What follows belongs to an exercise in optimizing a design on an open flow for small area and a short achievable clock period; a production flow would make more cautious choices. The RTL was checked by simulation tests, not by an equivalence proof against the original design. Power and IR drop assume default switching activity.

### design/flow/design.v
package bp_pkg;
  localparam int BP_MAX_XLEN = 64;
  localparam logic [1:0] SNT = 2'b00;
  localparam logic [1:0] WNT = 2'b01;
  localparam logic [1:0] WT  = 2'b10;
  localparam logic [1:0] ST  = 2'b11;
  typedef struct packed {
    logic                   valid;
    logic [BP_MAX_XLEN-1:0] tag;
    logic [1:0]             ctr;
    logic [BP_MAX_XLEN-1:0] target;
  } bp_entry_t;
  function automatic logic [1:0] sat_inc(input logic [1:0] c);
    sat_inc = (c == ST) ? ST : c + 2'd1;
  endfunction
  function automatic logic [1:0] sat_dec(input logic [1:0] c);
    sat_dec = (c == SNT) ? SNT : c - 2'd1;
  endfunction
endpackage
module bp_sat_counter #(
  parameter int W = 16
) (
  input  logic         clk,
  input  logic         reset,
  input  logic         inc,
  output logic [W-1:0] count
);
  always_ff @(posedge clk or posedge reset) begin
    if (reset) begin
      count <= '0;
    end else if (inc && (count != '1)) begin
      count <= count + W'(1);
    end
  end
endmodule
module branch_predictor
#(
  parameter int XLEN    = 32,
  parameter int ENTRIES = 32,
  parameter int CNT_W   = 16
) (
  input  logic             clk,
  input  logic             reset,
  input  logic             enable,
  input  logic [XLEN-1:0]  lookup_pc,
  output logic             pred_taken,
  output logic [XLEN-1:0]  pred_target,
  input  logic             upd_valid,
  input  logic [XLEN-1:0]  upd_pc,
  input  logic             upd_taken,
  input  logic [XLEN-1:0]  upd_target,
  input  logic             upd_pred_taken,
  input  logic [XLEN-1:0]  upd_pred_target,
  output logic             mispredict,
  output logic [XLEN-1:0]  redirect_pc,
  output logic [CNT_W-1:0] mispredict_count
);
  localparam int IDX_W = $clog2(ENTRIES);
  localparam int TAG_W = XLEN - IDX_W - 2;
  logic [ENTRIES-1:0]             v_q;
  logic [ENTRIES-1:0]             p_q;
  logic [ENTRIES-1:0]             c0_q;
  logic [ENTRIES-1:0][TAG_W-1:0]  tag_q;
  logic [ENTRIES-1:0][XLEN-1:0]   tgt_q;
  logic [IDX_W-1:0] lk_idx;
  logic [TAG_W-1:0] lk_tag;
  logic [XLEN-1:0]  lk_tgt;
  assign lk_idx  = lookup_pc[IDX_W+1:2];
  assign lk_tag  = lookup_pc[XLEN-1:IDX_W+2];
  localparam int NGRP = ENTRIES / 4;
  localparam int RD_W = 1 + TAG_W + XLEN;
  logic [3:0]                  lk_lo;
  logic [NGRP-1:0]             lk_hi;
  logic [NGRP-1:0][RD_W-1:0]   lk_grp;
  logic [NGRP-1:0]             lk_ghit;
  logic                        lk_hit;
  logic                        lk_gp;
  logic [TAG_W-1:0]            lk_gtag;
  logic [XLEN-1:0]             lk_gtgt;
  always_comb begin
    for (int k = 0; k < 4; k++)    lk_lo[k] = (lk_idx[IDX_W-1:IDX_W-2] == 2'(k));
    for (int g = 0; g < NGRP; g++) lk_hi[g] = (lk_idx[IDX_W-3:0] == (IDX_W-2)'(g));
    lk_tgt = '0;
    lk_hit = 1'b0;
    for (int g = 0; g < NGRP; g++) begin
      lk_grp[g] = '0;
      for (int k = 0; k < 4; k++)
        lk_grp[g] = lk_grp[g] | ({RD_W{lk_lo[k]}} & {p_q[NGRP*k+g], tag_q[NGRP*k+g], tgt_q[NGRP*k+g]});
      {lk_gp, lk_gtag, lk_gtgt} = lk_grp[g];
      lk_ghit[g] = lk_gp && (lk_gtag == lk_tag);
      lk_tgt = lk_tgt | ({XLEN{lk_hi[g]}} & lk_gtgt);
      lk_hit = lk_hit | (lk_hi[g] & lk_ghit[g]);
    end
  end
  assign pred_taken  = !reset && lk_hit;
  assign pred_target = pred_taken ? lk_tgt : lookup_pc + XLEN'(4);
  assign mispredict  = upd_valid && !reset &&
                       ((upd_taken != upd_pred_taken) ||
                        (upd_taken && (upd_target != upd_pred_target)));
  assign redirect_pc = upd_taken ? upd_target : upd_pc + XLEN'(4);
  logic [IDX_W-1:0] up_idx;
  logic [TAG_W-1:0] up_tag;
  logic             up_hit;
  logic [1:0]       up_ctr;
  logic [1:0]       new_ctr;
  logic             wr;
  assign up_idx  = upd_pc[IDX_W+1:2];
  assign up_tag  = upd_pc[XLEN-1:IDX_W+2];
  localparam int UP_W = 3 + TAG_W;
  logic [3:0]                  up_lo;
  logic [NGRP-1:0]             up_hi;
  logic [NGRP-1:0][UP_W-1:0]   up_grp;
  logic [UP_W-1:0]             up_rd;
  logic                        up_v;
  logic [TAG_W-1:0]            up_etag;
  always_comb begin
    for (int k = 0; k < 4; k++)    up_lo[k] = (up_idx[1:0] == 2'(k));
    for (int g = 0; g < NGRP; g++) up_hi[g] = (up_idx[IDX_W-1:2] == (IDX_W-2)'(g));
    up_rd = '0;
    for (int g = 0; g < NGRP; g++) begin
      up_grp[g] = '0;
      for (int k = 0; k < 4; k++)
        up_grp[g] = up_grp[g] | ({UP_W{up_lo[k]}} & {v_q[4*g+k], p_q[4*g+k], c0_q[4*g+k], tag_q[4*g+k]});
      up_rd = up_rd | ({UP_W{up_hi[g]}} & up_grp[g]);
    end
  end
  assign {up_v, up_ctr, up_etag} = up_rd;
  assign up_hit = up_v && (up_etag == up_tag);
  assign new_ctr = !up_hit  ? bp_pkg::WT :
                   upd_taken ? bp_pkg::sat_inc(up_ctr) : bp_pkg::sat_dec(up_ctr);
  assign wr      = upd_valid && enable && !reset;
  logic [ENTRIES-1:0] we_t;
  logic [ENTRIES-1:0] we_c;
  always_comb begin
    for (int i = 0; i < ENTRIES; i++) begin
      we_t[i] = wr && (up_idx == IDX_W'(i)) && upd_taken;
      we_c[i] = wr && (up_idx == IDX_W'(i)) && (upd_taken || up_hit);
    end
  end
  always_ff @(posedge clk or posedge reset) begin
    if (reset) begin
      v_q <= '0;
      p_q <= '0;
    end else begin
      for (int i = 0; i < ENTRIES; i++) begin
        if (we_t[i]) v_q[i] <= 1'b1;
        if (we_c[i]) p_q[i] <= new_ctr[1];
      end
    end
  end
  always_ff @(posedge clk) begin
    for (int i = 0; i < ENTRIES; i++) begin
      if (we_c[i]) c0_q[i] <= new_ctr[0];
      if (we_t[i]) begin
        tag_q[i] <= up_tag;
        tgt_q[i] <= upd_target;
      end
    end
  end
  bp_sat_counter #(
    .W(CNT_W)
  ) u_mispredict_cnt (
    .clk   (clk),
    .reset (reset),
    .inc   (mispredict && enable),
    .count (mispredict_count)
  );
endmodule
### design/flow/flow/run.sh
#!/bin/bash
# Layout flow: the standard flow (standard.sh, all steps through finish),
# with the port buffers that global placement inserts made buf_2 cells
# instead of the flow's default choice. Every input and output port still
# gets its own buffer; everything else is the standard flow unchanged.
set -euo pipefail
export BUFFER_PORTS_ARGS="-buffer_cell sky130_fd_sc_hd__buf_2"
bash standard.sh finish > standard_flow.log 2>&1
### design/flow/standard.sh
#!/bin/bash
# synth_recipe.tcl (not shown) runs the flow's synth.tcl, then flattens the netlist and writes it again
# the make line also repeats each setting of config.mk as NAME=value (left out here)
make -C /OpenROAD-flow-scripts/flow DESIGN_CONFIG=/design/flow/config.mk WORK_HOME=/design/flow/orfs CLKGATE_MAP_FILE= SYNTH_SCRIPT=/design/flow/synth_recipe.tcl "${@:-finish}"
### design/flow/config.mk
export PLATFORM = sky130hd
export DESIGN_NAME = branch_predictor
export DESIGN_NICKNAME = branch_predictor
export VERILOG_FILES = /design/flow/design.v
export SDC_FILE = /design/flow/constraint.sdc
export NUM_CORES = 4
export LEC_CHECK = 0
export CAP_MARGIN = 20
export CORE_MARGIN = 2
export CORE_UTILIZATION = 50
export CTS_BUF_LIST = sky130_fd_sc_hd__clkbuf_16
export CTS_CLUSTER_DIAMETER = 80
export CTS_CLUSTER_SIZE = 24
export PLACE_DENSITY = 0.75
export SETUP_SLACK_MARGIN = 4.5
export SLEW_MARGIN = 20
### design/flow/constraint.sdc
create_clock -name core_clock -period 10.0 [get_ports {clk}]
set_input_delay 2.0000 -clock core_clock [delete_from_list [all_inputs] [get_ports {clk}]]
set_output_delay 2.0000 -clock core_clock [all_outputs]
set_load 0.01 [all_outputs]
==> out/qor.csv, run 1 <==
stage,metric,value,unit
status,status,finished clean,
floorplanning,die_h,409,um
logic_synthesis,syn_inst,4514,
setup_path,endpoint_kind,output port,
setup_path,ff2ff_path_depth,10,
logic_synthesis,synthDistinctLibCells,58,
timing,tightest_slew,1270,ps
cells_and_area,layout-drive-gt1-share,29.4,%
timing,setup_viol,0,
pwr,leakagePower,0.0299,uW
timing,finalMaxSlewViolations,0,
setup_path,crit_path_max_fanout,23,
placement,dpl.hpwl,166000,um
timing,grt_setup_unrepaired,true,
floorplanning,die-area,0.167,mm2
logic_synthesis,seq_area_frac_synth,70.4,%
cells_and_area,final_cells,7030,
drt,route.met2.wl,125000,um
drt,drc,0,
timing,finalCriticalPeriod,7300,ps
clock_network,cts_buffers,101,
clock_network,cts-root-buf,clkbuf_16,
setup_path,critical_path_class,input pin to output port,
cells_and_area,regArea,0.0577,mm2
logic_synthesis,syn_area_per_cell,18.2,um2
floorplanning,start_util,50.4,%
drt,dr.pass1.iters,10,
logic_synthesis,ys_warn_count,2,
cells_and_area,fill_cells,11694,
timing,fmax,137,MHz
drt,drtAntennaViolNets,0,
grt,antenna_found_initial,20,
grt,grt_max_degree,119,
logic_synthesis,synth_edf_count,1856,
grt,grtUsageTotal,34.2,%
pwr,p_per_area,161,mW/mm2
grt,first_global_vias,50028,
pwr,irDropWorstVdd,0.154,mV
logic_synthesis,synthFlopType,edfxtp_1,
cells_and_area,design_area,0.0939,mm2
drt,wl_per_cell,41.6,um
logic_synthesis,syn_nets,4661,
placement,dp_cells,6733,
setup_path,cp-start-kind,input pin,
setup_path,timing.rr.end,p_q[3]$_DFFE_PP0P_,
drt,first_iter_violations,10308,
floorplanning,num_rows,148,
drt,wl_met3,54000,um
setup_path,cp.required,8000,ps
floorplanning,die_w,409,um
logic_synthesis,synth_area,0.0820,mm2
clock_network,cts.sink_count,1936,
floorplanning,io_pins,216,
drt,highest_layer,met5,
placement,placed_cell_area,0.0862,mm2
timing,setup_tns,0,ps
clock_network,cts_hold_buf,0,
clock_network,cts_tree,built,
setup_path,crit_start,lookup_pc[5],
cells_and_area,multi_input_area,0.0247,mm2
clock_network,clkLatencyLatePin,810,ps
cells_and_area,nNetsFinal,4959,
floorplanning,fp.coreArea,0.163,mm2
drt,vias_per_cell,7.43,
cells_and_area,area_delta_synth_final,14.6,%
setup_path,worstPathArrival,5300,ps
flow_run,maxCapViolCount,0,
placement,numPortBuffers,215,
clock_network,cts-htree-levels,3,
logic_synthesis,synth-async-reset-ratio,4.13,%
timing,skew,89.7,ps
clock_network,clk_path_buf_depth,3,
timing,relSlewSlack,15.6,%
setup_path,crit_end,pred_target[7],
timing,finalHoldViolCount,0,
placement,place.gp.congestion,1.05,
timing,post-route-period-util,73.0,%
grt,grt_pass1_wl,396000,um
grt,grt_overflow_total,0,
drt,via_count,52251,
clock_network,cts.clk_slew.worst_paths,80,ps
logic_synthesis,ys_ff_latch,1936,
drt,drt-met1-wl,92800,um
setup_path,rrSetupSlack,6300,ps
min_path,min_path_type,register to register,
drt,wirelength,292000,um
setup_path,r2r_start,tag_q[122]$_DFFE_PP_,
-- critical path, cell delays in order --
cell and delay (ps):
bufbuf_16 400, mux4_2 560, xnor2_1 550, nand4_1 280, nor4_2 320, a41oi_2 100
a31oi_4 250, buf_12 180, buf_12 140, buf_12 120, buf_16 120, o21ai_0 100
buf_2 150
-- sequential cells by signal, indices dropped and copies added, names as in the netlist --
| name | cells |
|---|---|
| v_q | 32 |
| u_mispredict_cnt.count | 16 |
| c0_q | 32 |
| tag_q | 800 |
| p_q | 32 |
| tgt_q | 1024 |
-- layer usage --
metal  vias up  global-route usage [%]
met1     26367                    44.4
met3      1087                    14.0
met5         -                       0
li1      19317                       -
met2      5460                    48.8
met4        20                    19.4
-- power breakdown --
part | leakage, uW | switching, uW | internal (uW) | total (uW)
Combinational | 0.0105 | 975 | 552 | 1530
Sequential | 0.0178 | 34.0 | 8910 | 8940
Clock | 0.00152 | 2680 | 1980 | 4660
-- cell usage in the layout, fill, tap and decap left out, drive strengths merged, types with 32 or more instances in the layout --
cell type / Yosys / routed
o21ai: 52 / 52
a22o: 70 / 70
clkbuf: 131 / 113
and3: 33 / 33
nor3: 33 / 33
xnor2: 128 / 128
buf: 188 / 486
a221oi: 77 / 77
dfrtp: 80 / 80
nor4: 99 / 99
inv: 17 / 32
a21oi: 177 / 177
mux4: 464 / 464
nand2: 166 / 166
edfxtp: 1856 / 1856
nor2: 76 / 76
nand4: 64 / 64
nand3: 36 / 36
o22ai: 33 / 33
or2: 34 / 35
xor2: 179 / 179
a22oi: 388 / 388
-- how the worst min path moves through the flow --
stage / from / end / slack, ps / cells after the start
3_5_place_dp: v_q[10]$_DFFE_PP0P_ / v_q[10]$_DFFE_PP0P_ / 460 / 1
2_1_floorplan: v_q[0]$_DFFE_PP0P_ / v_q[0]$_DFFE_PP0P_ / 440 / 1
5_1_grt: v_q[10]$_DFFE_PP0P_ / v_q[10]$_DFFE_PP0P_ / 480 / 1
3_3_place_gp: v_q[28]$_DFFE_PP0P_ / v_q[28]$_DFFE_PP0P_ / 450 / 1
4_1_cts: v_q[2]$_DFFE_PP0P_ / v_q[2]$_DFFE_PP0P_ / 480 / 1
6_report: v_q[10]$_DFFE_PP0P_ / v_q[10]$_DFFE_PP0P_ / 470 / 1
-- synth_stat cells, drive strengths merged (3+ instances only) --
| library cell | count | area [um2] |
|---|---|---|
| nand3 | 36 | 185 |
| nor4 | 99 | 638 |
| xor2 | 179 | 1570 |
| a31oi | 7 | 50.1 |
| o22a | 14 | 123 |
| xnor2 | 128 | 1120 |
| and4 | 6 | 52.6 |
| o32a | 14 | 140 |
| a32o | 4 | 40.0 |
| a221oi | 77 | 674 |
| or2 | 34 | 213 |
| buf | 188 | 1030 |
| or3 | 4 | 25.0 |
| a21oi | 177 | 886 |
| a22oi | 388 | 2910 |
| or4 | 6 | 45.0 |
| a222oi | 4 | 40.0 |
| edfxtp | 1856 | 55700 |
| a2bb2oi | 4 | 35.0 |
| o21ai | 52 | 260 |
| ha | 13 | 163 |
| nand2 | 166 | 623 |
| nor3 | 33 | 210 |
| nor2b | 6 | 37.5 |
| nor2 | 76 | 285 |
| and2 | 5 | 31.3 |
| a22o | 70 | 613 |
| a32oi | 20 | 175 |
| clkbuf | 131 | 492 |
| mux4 | 464 | 10500 |
| or3b | 3 | 28.8 |
| nand4 | 64 | 400 |
| inv | 17 | 63.8 |
| mux2 | 5 | 56.3 |
| and3 | 33 | 206 |
| o22ai | 33 | 206 |
| nand3b | 3 | 26.3 |
| a41oi | 3 | 26.3 |
| dfrtp | 80 | 2000 |
-- final cells by class --
cell class                 count  share of cell area [%]
timing repair buffer         513                    5.91
multi-input combinational   2243                    26.3
sequential                  1936                    61.5
tap                         2175                    2.90
antenna                        6                  0.0160
clock buffer                 103                    2.74
clock inverter                37                   0.562
inverter                      17                  0.0879
-- what timing repair did --
| item | CTS | global route |
|---|---|---|
| pin swaps | 51 | 62 |
| setup endpoints to repair | 374 | 141 |
| gates cloned | 26 | 8 |
| setup buffers | 72 | 44 |
| resized for setup | 380 | 145 |
-- per-stage QoR --
stage,total power (uW),utilization [%],setup slack (ps),hold slack [ps]
after detailed placement,10400,53.0,1480,455
final,15100,57.7,2700,472
after floorplan,9810,-,3560,440
after global placement,10400,52.9,1490,452
after global routing,15400,57.7,2670,484
after CTS,15000,56.9,2830,478
-- cells by family after synthesis --
logic type / count (synthesis) / share of synthesized area (%)
xor gates and xnor gates: 307 / 3.28
muxes: 469 / 12.8
buffers and inverters: 336 / 1.94
DFF: 1936 / 70.4
adders and majority gates: 15 / 0.223
and+or+nand+nor: 579 / 3.72
AOI/OAI and AO/OA: 872 / 7.59
==> run 2, diff against run 1 <==
--- a/design/flow/design.v
+++ b/design/flow/design.v
@@ -67,9 +67,11 @@
   logic [XLEN-1:0]  lk_tgt;
   assign lk_idx  = lookup_pc[IDX_W+1:2];
   assign lk_tag  = lookup_pc[XLEN-1:IDX_W+2];
-  localparam int NGRP = ENTRIES / 4;
+  localparam int LGSZ = 2;
+  localparam int LGB  = $clog2(LGSZ);
+  localparam int NGRP = ENTRIES / LGSZ;
   localparam int RD_W = 1 + TAG_W + XLEN;
-  logic [3:0]                  lk_lo;
+  logic [LGSZ-1:0]             lk_lo;
   logic [NGRP-1:0]             lk_hi;
   logic [NGRP-1:0][RD_W-1:0]   lk_grp;
   logic [NGRP-1:0]             lk_ghit;
@@ -78,14 +80,14 @@
   logic [TAG_W-1:0]            lk_gtag;
   logic [XLEN-1:0]             lk_gtgt;
   always_comb begin
-    for (int k = 0; k < 4; k++)    lk_lo[k] = (lk_idx[IDX_W-1:IDX_W-2] == 2'(k));
-    for (int g = 0; g < NGRP; g++) lk_hi[g] = (lk_idx[IDX_W-3:0] == (IDX_W-2)'(g));
+    for (int k = 0; k < LGSZ; k++) lk_lo[k] = (lk_idx[LGB-1:0] == LGB'(k));
+    for (int g = 0; g < NGRP; g++) lk_hi[g] = (lk_idx[IDX_W-1:LGB] == (IDX_W-LGB)'(g));
     lk_tgt = '0;
     lk_hit = 1'b0;
     for (int g = 0; g < NGRP; g++) begin
       lk_grp[g] = '0;
-      for (int k = 0; k < 4; k++)
-        lk_grp[g] = lk_grp[g] | ({RD_W{lk_lo[k]}} & {p_q[NGRP*k+g], tag_q[NGRP*k+g], tgt_q[NGRP*k+g]});
+      for (int k = 0; k < LGSZ; k++)
+        lk_grp[g] = lk_grp[g] | ({RD_W{lk_lo[k]}} & {p_q[LGSZ*g+k], tag_q[LGSZ*g+k], tgt_q[LGSZ*g+k]});
       {lk_gp, lk_gtag, lk_gtgt} = lk_grp[g];
       lk_ghit[g] = lk_gp && (lk_gtag == lk_tag);
       lk_tgt = lk_tgt | ({XLEN{lk_hi[g]}} & lk_gtgt);
@@ -106,18 +108,19 @@
   logic             wr;
   assign up_idx  = upd_pc[IDX_W+1:2];
   assign up_tag  = upd_pc[XLEN-1:IDX_W+2];
-  localparam int UP_W = 3 + TAG_W;
+  localparam int UP_W  = 3 + TAG_W;
+  localparam int UNGRP = ENTRIES / 4;
   logic [3:0]                  up_lo;
-  logic [NGRP-1:0]             up_hi;
-  logic [NGRP-1:0][UP_W-1:0]   up_grp;
+  logic [UNGRP-1:0]            up_hi;
+  logic [UNGRP-1:0][UP_W-1:0]  up_grp;
   logic [UP_W-1:0]             up_rd;
   logic                        up_v;
   logic [TAG_W-1:0]            up_etag;
   always_comb begin
     for (int k = 0; k < 4; k++)    up_lo[k] = (up_idx[1:0] == 2'(k));
-    for (int g = 0; g < NGRP; g++) up_hi[g] = (up_idx[IDX_W-1:2] == (IDX_W-2)'(g));
+    for (int g = 0; g < UNGRP; g++) up_hi[g] = (up_idx[IDX_W-1:2] == (IDX_W-2)'(g));
     up_rd = '0;
-    for (int g = 0; g < NGRP; g++) begin
+    for (int g = 0; g < UNGRP; g++) begin
       up_grp[g] = '0;
       for (int k = 0; k < 4; k++)
         up_grp[g] = up_grp[g] | ({UP_W{up_lo[k]}} & {v_q[4*g+k], p_q[4*g+k], c0_q[4*g+k], tag_q[4*g+k]});
--- a/design/flow/config.mk
+++ b/design/flow/config.mk
@@ -7,10 +7,10 @@
 export LEC_CHECK = 0
 export CAP_MARGIN = 20
 export CORE_MARGIN = 2
-export CORE_UTILIZATION = 50
+export CORE_UTILIZATION = 40
 export CTS_BUF_LIST = sky130_fd_sc_hd__clkbuf_16
 export CTS_CLUSTER_DIAMETER = 80
 export CTS_CLUSTER_SIZE = 24
 export PLACE_DENSITY = 0.75
-export SETUP_SLACK_MARGIN = 4.5
+export SETUP_SLACK_MARGIN = 3.5
 export SLEW_MARGIN = 20
==> run 2 against run 1 <==
  * Still clean
  * Non-clock buffer count shrank 85
  * Combinational power decreased by 3%
  * Clock skew decreased by 16 ps
  * Count of clock-buffer cells in the layout fell by 6
  * Setup slack worse by 98 ps
  * Fmax shrank 1.3%
  * Clock power is 4% lower
  * Flip-flop and latch count stayed put
  * Largest cell class unchanged
  * Largest power group unchanged
==> out/qor.csv, run 2 <==
stage,metric,value,unit,change
timing,skew,73.4,ps,-16.4 ps
logic_synthesis,syn_area_per_cell,15.5,um2,-15%
timing,relSlewSlack,15.9,%,+0.29 points
clock_network,cts.clk_slew.worst_paths,90,ps,about the same
setup_path,crit_path_max_fanout,16,,-30%
placement,numPortBuffers,215,,unchanged
cells_and_area,reg_top3,"tgt_q (1024), tag_q (800)",,
setup_path,cp-start-kind,input pin,,
clock_network,clk_path_buf_depth,3,,unchanged
drt,wirelength,314000,um,+7.3%
timing,tightest_slew,1250,ps,-15.8 ps
logic_synthesis,synth_most_common_cell,edfxtp_1,,
drt,drc,0,,unchanged
drt,via_count,56427,,+8.0%
grt,grtUsageTotal,28.1,%,-6.1 points
floorplanning,io_pins,216,,unchanged
drt,first_iter_violations,11100,,+7.7%
clock_network,cts-root-buf,clkbuf_16,,
grt,grt_max_degree,106,,-11%
logic_synthesis,synth-async-reset-ratio,4.13,%,unchanged
floorplanning,die-area,0.214,mm2,+28%
setup_path,crit_start,lookup_pc[2],,
logic_synthesis,synthDistinctLibCells,52,,-10%
floorplanning,die_w,462,um,+13%
status,status,finished clean,,
pwr,leakagePower,0.0321,uW,+7.7%
logic_synthesis,synth_area,0.0841,mm2,+2.6%
timing,finalCriticalPeriod,7400,ps,+97.6 ps
setup_path,endpoint_kind,output port,,
grt,grt_pass1_wl,425000,um,+7.3%
cells_and_area,final_common_cell,edfxtp_1,,
placement,dpl.hpwl,186000,um,+12%
logic_synthesis,yosys.area.top_type,edfxtp_1,,
logic_synthesis,ys_top_cells_by_area,"edfxtp_1 66%, mux2i_1 11%, a22oi_1 3.0%",,
clock_network,cts-htree-levels,3,,unchanged
cells_and_area,largest_reg_flops,1024,,unchanged
logic_synthesis,synthTopCellsByCount,"1856 x edfxtp_1, 929 x mux2i_1, 341 x a22oi_1, 283 x o22ai_1, 255 x xnor2_1",,
logic_synthesis,syn_inst,5433,,+20%
cells_and_area,nNetsFinal,5744,,+16%
pwr,p_total,14900,uW,-1.4%
floorplanning,start_util,40.2,%,-10 points
clock_network,cts_hold_buf,0,,unchanged
cells_and_area,mostFrequentLayoutCells,"1856 x edfxtp_1, 906 x mux2i_1, 341 x a22oi_1, 283 x o22ai_1, 244 x xnor2_1",,
clock_network,cts_buffers,97,,-4.0%
drt,drtAntennaViolNets,0,,unchanged
cells_and_area,top_register,tgt_q,,
logic_synthesis,seq_area_frac_synth,68.7,%,-1.8 points
setup_path,critical_path_class,input pin to output port,,
timing,setup_viol,0,,unchanged
setup_path,worstPathArrival,5400,ps,+100 ps
flow_run,maxCapViolCount,0,,unchanged
drt,dr.pass1.iters,8,,-2
timing,finalMaxSlewViolations,0,,unchanged
clock_network,clkLatencyLatePin,800,ps,about the same
pwr,p_per_area,159,mW/mm2,-1.6%
cells_and_area,layout-drive-gt1-share,14.6,%,-15 points
logic_synthesis,synth_top_area_share,66.3,%,-1.7 points
min_path,min_path_type,register to register,,
cells_and_area,area_delta_synth_final,11.9,%,
floorplanning,die_h,462,um,+13%
drt,vias_per_cell,6.66,,-10%
placement,place.gp.congestion,1.02,,-3.0%
logic_synthesis,ys_warn_count,2,,unchanged
timing,finalHoldViolCount,0,,unchanged
logic_synthesis,synth_edf_count,1856,,unchanged
floorplanning,fp.coreArea,0.209,mm2,+28%
clock_network,cts.sink_count,1936,,unchanged
setup_path,cp.required,8000,ps,about the same
setup_path,rrSetupSlack,5800,ps,-500 ps
logic_synthesis,ys_ff_latch,1936,,unchanged
timing,setup_tns,0,ps,unchanged
timing,fmax,135,MHz,-1.3%
grt,grt_overflow_total,0,,unchanged
timing,post-route-period-util,74.0,%,+0.98 points
cells_and_area,fill_cells,17875,,+53%
grt,antenna_found_initial,40,,+100%
pwr,irDropWorstVdd,0.140,mV,-8.8%
logic_synthesis,syn_nets,5575,,+20%
min_path,min_from,v_q[13]$_DFFE_PP0P_,,
clock_network,cts_tree,built,,
grt,first_global_vias,52973,,+5.9%
timing,grt_setup_unrepaired,true,,
drt,wl_per_cell,37.0,um,-11%
logic_synthesis,synthFlopType,edfxtp_1,,
setup_path,r2r_start,tag_q[176]$_DFFE_PP_,,
floorplanning,num_rows,168,,+14%
==> run 2: cell types whose count changed after synthesis, moves of 23 or more <==
cell,before,now
nand2_1,166,129
o21ai_0,52,29
a221oi_1,77,54
mux2_2,5,35
a22oi_1,388,341
nand4_1,64,91
mux2i_1,0,929
o22ai_1,33,283
xnor2_1,128,255
mux4_2,464,0
xor2_1,179,253
nor4_1,96,180
buf_2,113,172
==> run 2: layer usage <==
layer,vias to the layer above,routed length (um),share of wire [%],global-route usage (%)
li1,21818,-,-,-
met1,28157,103000,33,33.9
met2,5233,137000,44,42.2
met3,1193,45000,14,8.87
met4,26,29000,9.2,21.0
met5,-,190,0.061,0
==> run 2: cell type report <==
class                      count  area [um2]  share of cell area (%)
sequential                  1936       57700                    61.4
clock inverter                47         440                   0.468
timing repair buffer         428        3890                    4.13
multi-input combinational   3129       26000                    27.6
clock buffer                  97        2430                    2.58
tap                         2805        3510                    3.73
antenna                       22        55.1                  0.0585
inverter                      10        38.8                  0.0412
==> run 2: cell families (layout without fill, tap and decap cells) <==
logic type	Yosys count	after routing	synth area share, %
flip-flops	1936	1936	68.7
AO/OA/AOI/OAI	985	985	7.98
multiplexers	964	964	11.5
AND/OR/NAND/NOR	662	662	4.37
XOR/XNOR	508	508	5.29
buffers and inverters	368	582	2.01
adder cells (fa/ha/maj)	10	10	0.143
other	0	22	0
==> run 2: final timing paths <==
| path | cells after the start | endpoint |
|---|---|---|
| worst max register to register | 9 | p_q[30]$_DFFE_PP0P_ |
| max in group asynchronous | 3 | u_mispredict_cnt.count[6]$_DFFE_PP0P_ |
| min in group asynchronous | 2 | p_q[7]$_DFFE_PP0P_ |
| worst min register to register | 1 | v_q[13]$_DFFE_PP0P_ |
| worst max-delay path | 14 | pred_target[13] |
| worst min-delay path | 1 | v_q[13]$_DFFE_PP0P_ |
==> run 2: worst max-delay path, stage by stage <==
cell     delay [ps]
buf_16          140
buf_12          150
buf_8           230
mux2i_1         270
xnor2_1          90
nor3_1          690
nand4_1         290
nor4_4          280
nor4_2          130
a31oi_4         170
buf_12          220
buf_16          200
mux2_2          360
buf_2           140
==> run 2: what timing repair did <==
item,4_1_cts,5_1_grt
gates resized for setup,206,80
pin swaps,25,22
setup endpoints to repair,87,74
cloned,22,3
buffers inserted,13,11
==> run 2: power breakdown <==
part / leakage [uW] / internal, uW / switching (uW) / total, uW
Clock: 0.00145 / 1840 / 2650 / 4480
Sequential: 0.0178 / 8910 / 35.6 / 8950
Combinational: 0.0128 / 461 / 1030 / 1490
==> run 2: metrics by stage <==
step / util [%] / instance area [um2] / hold slack, ps / worst slack, ps / instances
final: 45.0 / 94100 / 476 / 2600 / 8474
after global routing: 45.0 / 94100 / 495 / 2690 / 8463
after CTS: 44.7 / 93500 / 478 / 2880 / 8438
after detailed placement: 42.4 / 88800 / 456 / 1600 / 8259
after global placement: 42.4 / 88700 / 451 / 1560 / 8258
after floorplan: - / 84200 / 440 / 3500 / 5433

what the ideal ports hide:
In the flow no input, the clock included, has a driving cell. The finished layouts below were timed again as built, in two steps.
Step 1 (the two cells are an assumption about what drives the block):
set clk [get_ports {clk}]
set_driving_cell -lib_cell sky130_fd_sc_hd__clkbuf_16 $clk
set_driving_cell -lib_cell sky130_fd_sc_hd__buf_2 [delete_from_list [all_inputs] $clk]
Step 2 times the ports against the registers' clock, not the clock port: input delays grow and output delays shrink by t, the midpoint of the rising clock arrivals with the driver on.
Slacks: ideal / step 1 / step 2; pairs: ideal / step 1.
run	t (ns)	setup WS [ns]	cell pins on the clock port's net
run 1	0.845	2.697 / 2.412 / 2.412	1
run 2	0.847	2.600 / 2.211 / 2.211	1
After both steps setup and hold are still met in every run listed. The setup slack of run 2, which loses most, moves by -0.389 ns with the drivers and by -0.389 ns with both steps.
